Source: an optimization exercise on an open RTL-to-GDS flow (aim: small area). Production flows keep margins and buffers that such runs may drop. Only simulation tests tie the RTL to the original design; equivalence was not proved. No activity file was given, so power comes from the tool's default toggle rates.

==> flow/design.v <==
package jt51_pg_pkg;
    localparam int SLOT_N  = 32;
    localparam int STG_II  = 1;
    localparam int STG_III = 2;
    localparam int STG_VI  = 5;
    localparam int KC_W  = 7;
    localparam int KF_W  = 6;
    localparam int DT1_W = 3;
    localparam int MUL_W = 4;
    localparam int DT2_W = 2;
    localparam int PMS_W = 3;
    localparam logic [2:0] FLD_KC     = 3'd0;
    localparam logic [2:0] FLD_KF     = 3'd1;
    localparam logic [2:0] FLD_DT1MUL = 3'd2;
    localparam logic [2:0] FLD_DT2    = 3'd3;
    localparam logic [2:0] FLD_PMS    = 3'd4;
    typedef struct packed {
        logic [KC_W-1:0]  kc;
        logic [KF_W-1:0]  kf;
        logic [DT1_W-1:0] dt1;
        logic [MUL_W-1:0] mul;
        logic [DT2_W-1:0] dt2;
        logic [PMS_W-1:0] pms;
    } pg_param_t;
    function automatic logic [6:0] pg_field_read(input pg_param_t p, input logic [2:0] f);
        logic [6:0] v;
        v = 7'd0;
        case (f)
            FLD_KC:     v = p.kc;
            FLD_KF:     v = {1'b0, p.kf};
            FLD_DT1MUL: v = {p.dt1, p.mul};
            FLD_DT2:    v = {5'd0, p.dt2};
            FLD_PMS:    v = {4'd0, p.pms};
            default:    v = 7'd0;
        endcase
        pg_field_read = v;
    endfunction
endpackage
module jt51_sh #(
    parameter int width  = 5,
    parameter int stages = 2
) (
    input  logic             clk,
    input  logic             rst_n,
    input  logic             cen,
    input  logic [width-1:0] din,
    output logic [width-1:0] drop
);
    logic [width-1:0] bits_r [0:stages-1];
    always_ff @(posedge clk or negedge rst_n) begin
        if (!rst_n) begin
            for (int i = 0; i < stages; i++) bits_r[i] <= '0;
        end else if (cen) begin
            bits_r[0] <= din;
            for (int i = 1; i < stages; i++) bits_r[i] <= bits_r[i-1];
        end
    end
    assign drop = bits_r[stages-1];
endmodule
module jt51_aoi222 (
    input  logic a0, b0, a1, b1, a2, b2,
    output logic y
);
    assign y = ~((a0 & b0) | (a1 & b1) | (a2 & b2));
endmodule
module jt51_aoi22 (
    input  logic a0, b0, a1, b1,
    output logic y
);
    assign y = ~((a0 & b0) | (a1 & b1));
endmodule
module jt51_rd32 (
    input  logic [31:0] sel,
    input  logic [31:0] d,
    output logic        q
);
    logic [10:0] y;
    for (genvar g = 0; g < 10; g++) begin : g_aoi
        jt51_aoi222 u_aoi (
            .a0(sel[3*g]),   .b0(d[3*g]),
            .a1(sel[3*g+1]), .b1(d[3*g+1]),
            .a2(sel[3*g+2]), .b2(d[3*g+2]),
            .y(y[g])
        );
    end
    jt51_aoi22 u_aoi_l (.a0(sel[30]), .b0(d[30]), .a1(sel[31]), .b1(d[31]), .y(y[10]));
    assign q = ~&y;
endmodule
import jt51_pg_pkg::*;
module jt51_pg_slot_ctrl #(
    parameter int PG_RST_ROUNDS = 1
) (
    input  logic       clk,
    input  logic       rst_n,
    input  logic       cen,
    input  logic       wr_valid,
    output logic       wr_ready,
    input  logic [4:0] wr_slot,
    input  logic [2:0] wr_field,
    input  logic [6:0] wr_data,
    input  logic       keyon_req,
    input  logic [4:0] keyon_slot,
    output logic       zero,
    output logic [4:0] slot_I,
    output logic [6:0] kc_I,
    output logic [5:0] kf_I,
    output logic [1:0] dt2_I,
    output logic [2:0] pms_I,
    output logic [2:0] dt1_II,
    output logic [3:0] mul_VI,
    output logic       pg_rst_III
);
    localparam int W = KC_W + KF_W + DT1_W + MUL_W + DT2_W + PMS_W;
    logic              started_r;
    logic [4:0]        cnt_s;
    logic [KC_W-1:0]   kc_r    [0:SLOT_N-1];
    logic [KF_W-1:0]   kf_r    [0:SLOT_N-1];
    logic [DT1_W-1:0]  dt1_r   [0:SLOT_N-1];
    logic [MUL_W-1:0]  mul_r   [0:SLOT_N-1];
    logic [DT2_W-1:0]  dt2_r   [0:SLOT_N-1];
    logic [PMS_W-1:0]  pms_r   [0:SLOT_N-1];
    logic [SLOT_N/2-1:0] vld_r;
    logic [SLOT_N-1:0] pendq_r;
    logic              pg_rst_I_r;
    logic              wr_en_s;
    logic [SLOT_N-1:0] rdec_s;
    logic [SLOT_N-1:0] rsel_s;
    logic [W-1:0]      rword_s;
    logic [DT1_W-1:0]  dt1_I_s;
    logic [MUL_W-1:0]  mul_I_s;
    logic [4:0]        fsel_s;
    logic              pend_rd_s;
    logic              ko_hit_s;
    assign cnt_s    = slot_I + {4'd0, started_r};
    assign zero     = started_r & (slot_I == 5'd0);
    assign wr_ready = rst_n & cen & (wr_slot != cnt_s);
    assign wr_en_s  = wr_valid & wr_ready;
    always_comb begin
        for (int f = 0; f < 5; f++) fsel_s[f] = (wr_field == 3'(f));
    end
    logic [6:0] wd_s [0:1][0:4];
    always_comb begin
        for (int p = 0; p < 2; p++)
            for (int f = 0; f < 5; f++)
                wd_s[p][f] = wr_data & {7{fsel_s[f] & (wr_slot[0] == 1'(p))}};
    end
    always_ff @(posedge clk) begin
        for (int i = 0; i < SLOT_N; i++) begin
            if (wr_en_s && wr_slot[4:1] == 4'(i / 2)) begin
                if ((fsel_s[0] && wr_slot[0] == 1'(i % 2)) || !vld_r[i / 2]) kc_r[i]  <= wd_s[i % 2][0][6:0];
                if ((fsel_s[1] && wr_slot[0] == 1'(i % 2)) || !vld_r[i / 2]) kf_r[i]  <= wd_s[i % 2][1][5:0];
                if ((fsel_s[2] && wr_slot[0] == 1'(i % 2)) || !vld_r[i / 2]) dt1_r[i] <= wd_s[i % 2][2][6:4];
                if ((fsel_s[2] && wr_slot[0] == 1'(i % 2)) || !vld_r[i / 2]) mul_r[i] <= wd_s[i % 2][2][3:0];
                if ((fsel_s[3] && wr_slot[0] == 1'(i % 2)) || !vld_r[i / 2]) dt2_r[i] <= wd_s[i % 2][3][1:0];
                if ((fsel_s[4] && wr_slot[0] == 1'(i % 2)) || !vld_r[i / 2]) pms_r[i] <= wd_s[i % 2][4][2:0];
            end
        end
    end
    always_ff @(posedge clk or negedge rst_n) begin
        if (!rst_n) vld_r <= '0;
        else if (wr_en_s) vld_r[wr_slot[4:1]] <= 1'b1;
    end
    always_comb begin
        for (int i = 0; i < SLOT_N; i++) begin
            rdec_s[i] = (slot_I == 5'(i));
            rsel_s[i] = rdec_s[i] & vld_r[i / 2];
        end
    end
    logic [SLOT_N*W-1:0] words_s;
    for (genvar i = 0; i < SLOT_N; i++) begin : g_word
        assign words_s[i*W +: W] = {kc_r[i], kf_r[i], dt1_r[i], mul_r[i], dt2_r[i], pms_r[i]};
    end
    for (genvar b = 0; b < W; b++) begin : g_rd
        logic [SLOT_N-1:0] col;
        for (genvar i = 0; i < SLOT_N; i++) begin : g_col
            assign col[i] = words_s[i*W + b];
        end
        jt51_rd32 u_rd (.sel(rsel_s), .d(col), .q(rword_s[b]));
    end
    assign {kc_I, kf_I, dt1_I_s, mul_I_s, dt2_I, pms_I} = rword_s;
    always_ff @(posedge clk or negedge rst_n) begin
        if (!rst_n) begin
            started_r <= 1'b0;
            slot_I    <= 5'd0;
        end else if (cen) begin
            started_r <= 1'b1;
            slot_I    <= cnt_s;
        end
    end
    jt51_rd32 u_pend_rd (.sel(rdec_s), .d(pendq_r), .q(pend_rd_s));
    assign ko_hit_s = keyon_req && (keyon_slot == cnt_s);
    always_ff @(posedge clk or negedge rst_n) begin
        if (!rst_n) begin
            pendq_r    <= '0;
            pg_rst_I_r <= 1'b0;
        end else if (cen) begin
            pg_rst_I_r <= ko_hit_s || pend_rd_s;
            for (int i = 0; i < SLOT_N; i++) begin
                if (keyon_req && !ko_hit_s && keyon_slot == 5'(i + 1)) pendq_r[i] <= 1'b1;
                else if (rdec_s[i]) pendq_r[i] <= 1'b0;
            end
        end
    end
    jt51_sh #(.width(DT1_W), .stages(1)) u_dt1_sh (
        .clk(clk), .rst_n(rst_n), .cen(cen), .din(dt1_I_s), .drop(dt1_II)
    );
    jt51_sh #(.width(1), .stages(STG_III)) u_pgrst_sh (
        .clk(clk), .rst_n(rst_n), .cen(cen), .din(pg_rst_I_r), .drop(pg_rst_III)
    );
    jt51_sh #(.width(MUL_W), .stages(STG_VI)) u_mul_sh (
        .clk(clk), .rst_n(rst_n), .cen(cen), .din(mul_I_s), .drop(mul_VI)
    );
endmodule
==> flow/config.mk <==
export PLATFORM = sky130hd
export DESIGN_NAME = jt51_pg_slot_ctrl
export DESIGN_NICKNAME = jt51_pg_slot_ctrl
export VERILOG_FILES = /design/flow/design.v
export SDC_FILE = /design/flow/constraint.sdc
export NUM_CORES = 4
export LEC_CHECK = 0
export CAP_MARGIN = 10
export CORE_MARGIN = 2
export CORE_UTILIZATION = 60
export GPL_TIMING_DRIVEN = 0
export SETUP_SLACK_MARGIN = 0.1
export SLEW_MARGIN = 10
export SYNTH_HIERARCHICAL = 1
export SYNTH_MINIMUM_KEEP_SIZE = 0
==> flow/constraint.sdc <==
create_clock -name core_clock -period 5.0 [get_ports {clk}]
set_input_delay 1.0000 -clock core_clock [delete_from_list [all_inputs] [get_ports {clk}]]
set_output_delay 1.0000 -clock core_clock [all_outputs]
set_load 0.01 [all_outputs]
standard.sh (not shown) runs the stock make flow with config.mk's settings and CLKGATE_MAP_FILE= SYNTH_SCRIPT=/design/flow/synth_recipe.tcl, a recipe that flattens the netlist after the stock synthesis.
==> flow/flow/run.sh <==
#!/bin/bash
# Standard ORFS layout, with two changes: ports are buffered with buf_1 cells, and clock
# tree synthesis runs without dummy loads. Each tool's output goes to the ORFS logs and to
# standard.log here.
set -e
export BUFFER_PORTS_ARGS="-buffer_cell sky130_fd_sc_hd__buf_1"
export CTS_ARGS="-sink_clustering_enable -repair_clock_nets -dont_use_dummy_load -sink_clustering_size 28 -sink_clustering_max_diameter 100"
export RECOVER_POWER=100
bash standard.sh > standard.log 2>&1
The starting point completed, yet does not pass: capacitance limit, slew limit.
Rerun with:
--- a/flow/flow/run.sh
+++ b/flow/flow/run.sh
@@ -8 +7,0 @@
-export RECOVER_POWER=100
CORE_UTILIZATION = 70   (was 60)
The new run ran to the end with no violations.
Sequential power stays flat.
Routed wire length fell by 1.1%.
Total power rose by 1.2%.
Worst hold slack gets worse by 260 ps.
Synthesized cell count does not change.
Flip-flop and latch count stays the same.
Maximum frequency fell by 0.93%.
Rerun with:
--- a/flow/flow/run.sh
+++ b/flow/flow/run.sh
@@ -7 +7,2 @@
-export CTS_ARGS="-sink_clustering_enable -repair_clock_nets -dont_use_dummy_load -sink_clustering_size 28 -sink_clustering_max_diameter 100"
+export CTS_ARGS="-sink_clustering_enable -repair_clock_nets -dont_use_dummy_load -sink_clustering_size 24 -sink_clustering_max_diameter 80"
+export RECOVER_POWER=100
After rerunning:
- This time the run finished but fails on capacitance limit, slew limit, setup timing
- routed wire length rises by 0.53%
- sequential share of layout area rises by 0.70 points
- core utilization falls by 0.72 points
Rerun with:
==> flow/run.sh (new file) <==
#!/bin/bash
# synth_recipe.tcl (not shown) runs the flow's synth.tcl, then flattens the netlist and writes it again
# the make line also repeats each setting of config.mk as NAME=value (left out here)
make -C /OpenROAD-flow-scripts/flow DESIGN_CONFIG=/design/flow/config.mk WORK_HOME=/design/flow/orfs CLKGATE_MAP_FILE= SYNTH_SCRIPT=/design/flow/synth_recipe.tcl finish
CORE_UTILIZATION = 60   (was 70)
CTS_CLUSTER_DIAMETER = 80   (was not set)
CTS_CLUSTER_SIZE = 24   (was not set)
SETUP_SLACK_MARGIN = 0.15   (was 0.1)
removed: flow/flow/run.sh
removed: flow/standard.sh
Result:
- With this change the flow completed without violations
- sequential share of layout area fell by 2.6 points
- sequential power hardly moves
- power grows by 5.5%
- area after synthesis is unchanged
- clock power went up by 6.3%
- first-iteration DRC count fell by 12%
- critical path depth rose by 2
- synthesized cell count stays the same
- core utilization falls by 8.0 points
Rerun with:
==> flow/flow/run.sh (new file) <==
#!/bin/bash
# Standard ORFS layout, with two changes: ports are buffered with buf_1 cells, and clock
# tree synthesis runs without dummy loads. Each tool's output goes to the ORFS logs and to
# standard.log here.
set -e
export BUFFER_PORTS_ARGS="-buffer_cell sky130_fd_sc_hd__buf_1"
export CTS_ARGS="-sink_clustering_enable -repair_clock_nets -dont_use_dummy_load -sink_clustering_size 24 -sink_clustering_max_diameter 80"
bash standard.sh > standard.log 2>&1
==> flow/standard.sh (new file) <==
#!/bin/bash
# synth_recipe.tcl (not shown) runs the flow's synth.tcl, then flattens the netlist and writes it again
# the make line also repeats each setting of config.mk as NAME=value (left out here)
make -C /OpenROAD-flow-scripts/flow DESIGN_CONFIG=/design/flow/config.mk WORK_HOME=/design/flow/orfs CLKGATE_MAP_FILE= SYNTH_SCRIPT=/design/flow/synth_recipe.tcl "${@:-finish}"
CTS_CLUSTER_DIAMETER = not set   (was 80)
CTS_CLUSTER_SIZE = not set   (was 24)
SETUP_SLACK_MARGIN = 0.1   (was 0.15)
removed: flow/run.sh
Effect: The changed run went through all stages and came out clean; via count falls by 4.2%; count of clock-buffer cells in the layout decreases by 14; final area is lower by 1.6%; power shrinks by 3.7%; wire length went down by 5.8%; setup slack improves by 30 ps; first-iteration DRC count fell by 8.9%.

-- port drivers added, routing unchanged --
How much do the figures lean on ideal ports? The routed layouts below were timed once more, with nothing changed but the port constraints.
Step 1: set_driving_cell puts a clkbuf_16 on clk and a buf_2 on each other input, an assumption about the parent block.
Step 2, shift: input delay + t, output delay - t, t = (earliest + latest rising clock arrival at the registers) / 2. This alone moves slack from input paths to output paths.
a / b / c = ideal / step 1 / step 2; a / b = the first two.
run	shift t [ns]	setup WS [ns]	worst slew at a driven data input, ns	pins driven straight from the clock port
the first run	0.652	0.190 / 0.128 / -0.326	0.08	1
the second run	0.641	0.145 / 0.089 / -0.139	0.09	1
the third run	0.661	-0.112 / -0.112 / -0.258	0.09	1
the fourth run	0.669	0.119 / 0.057 / 0.035	0.09	1
the fifth run	0.663	0.149 / 0.087 / 0.336	0.08	1
For the first run, which loses most, drivers alone change the setup slack by -0.062 ns; drivers and shift together by -0.516 ns.
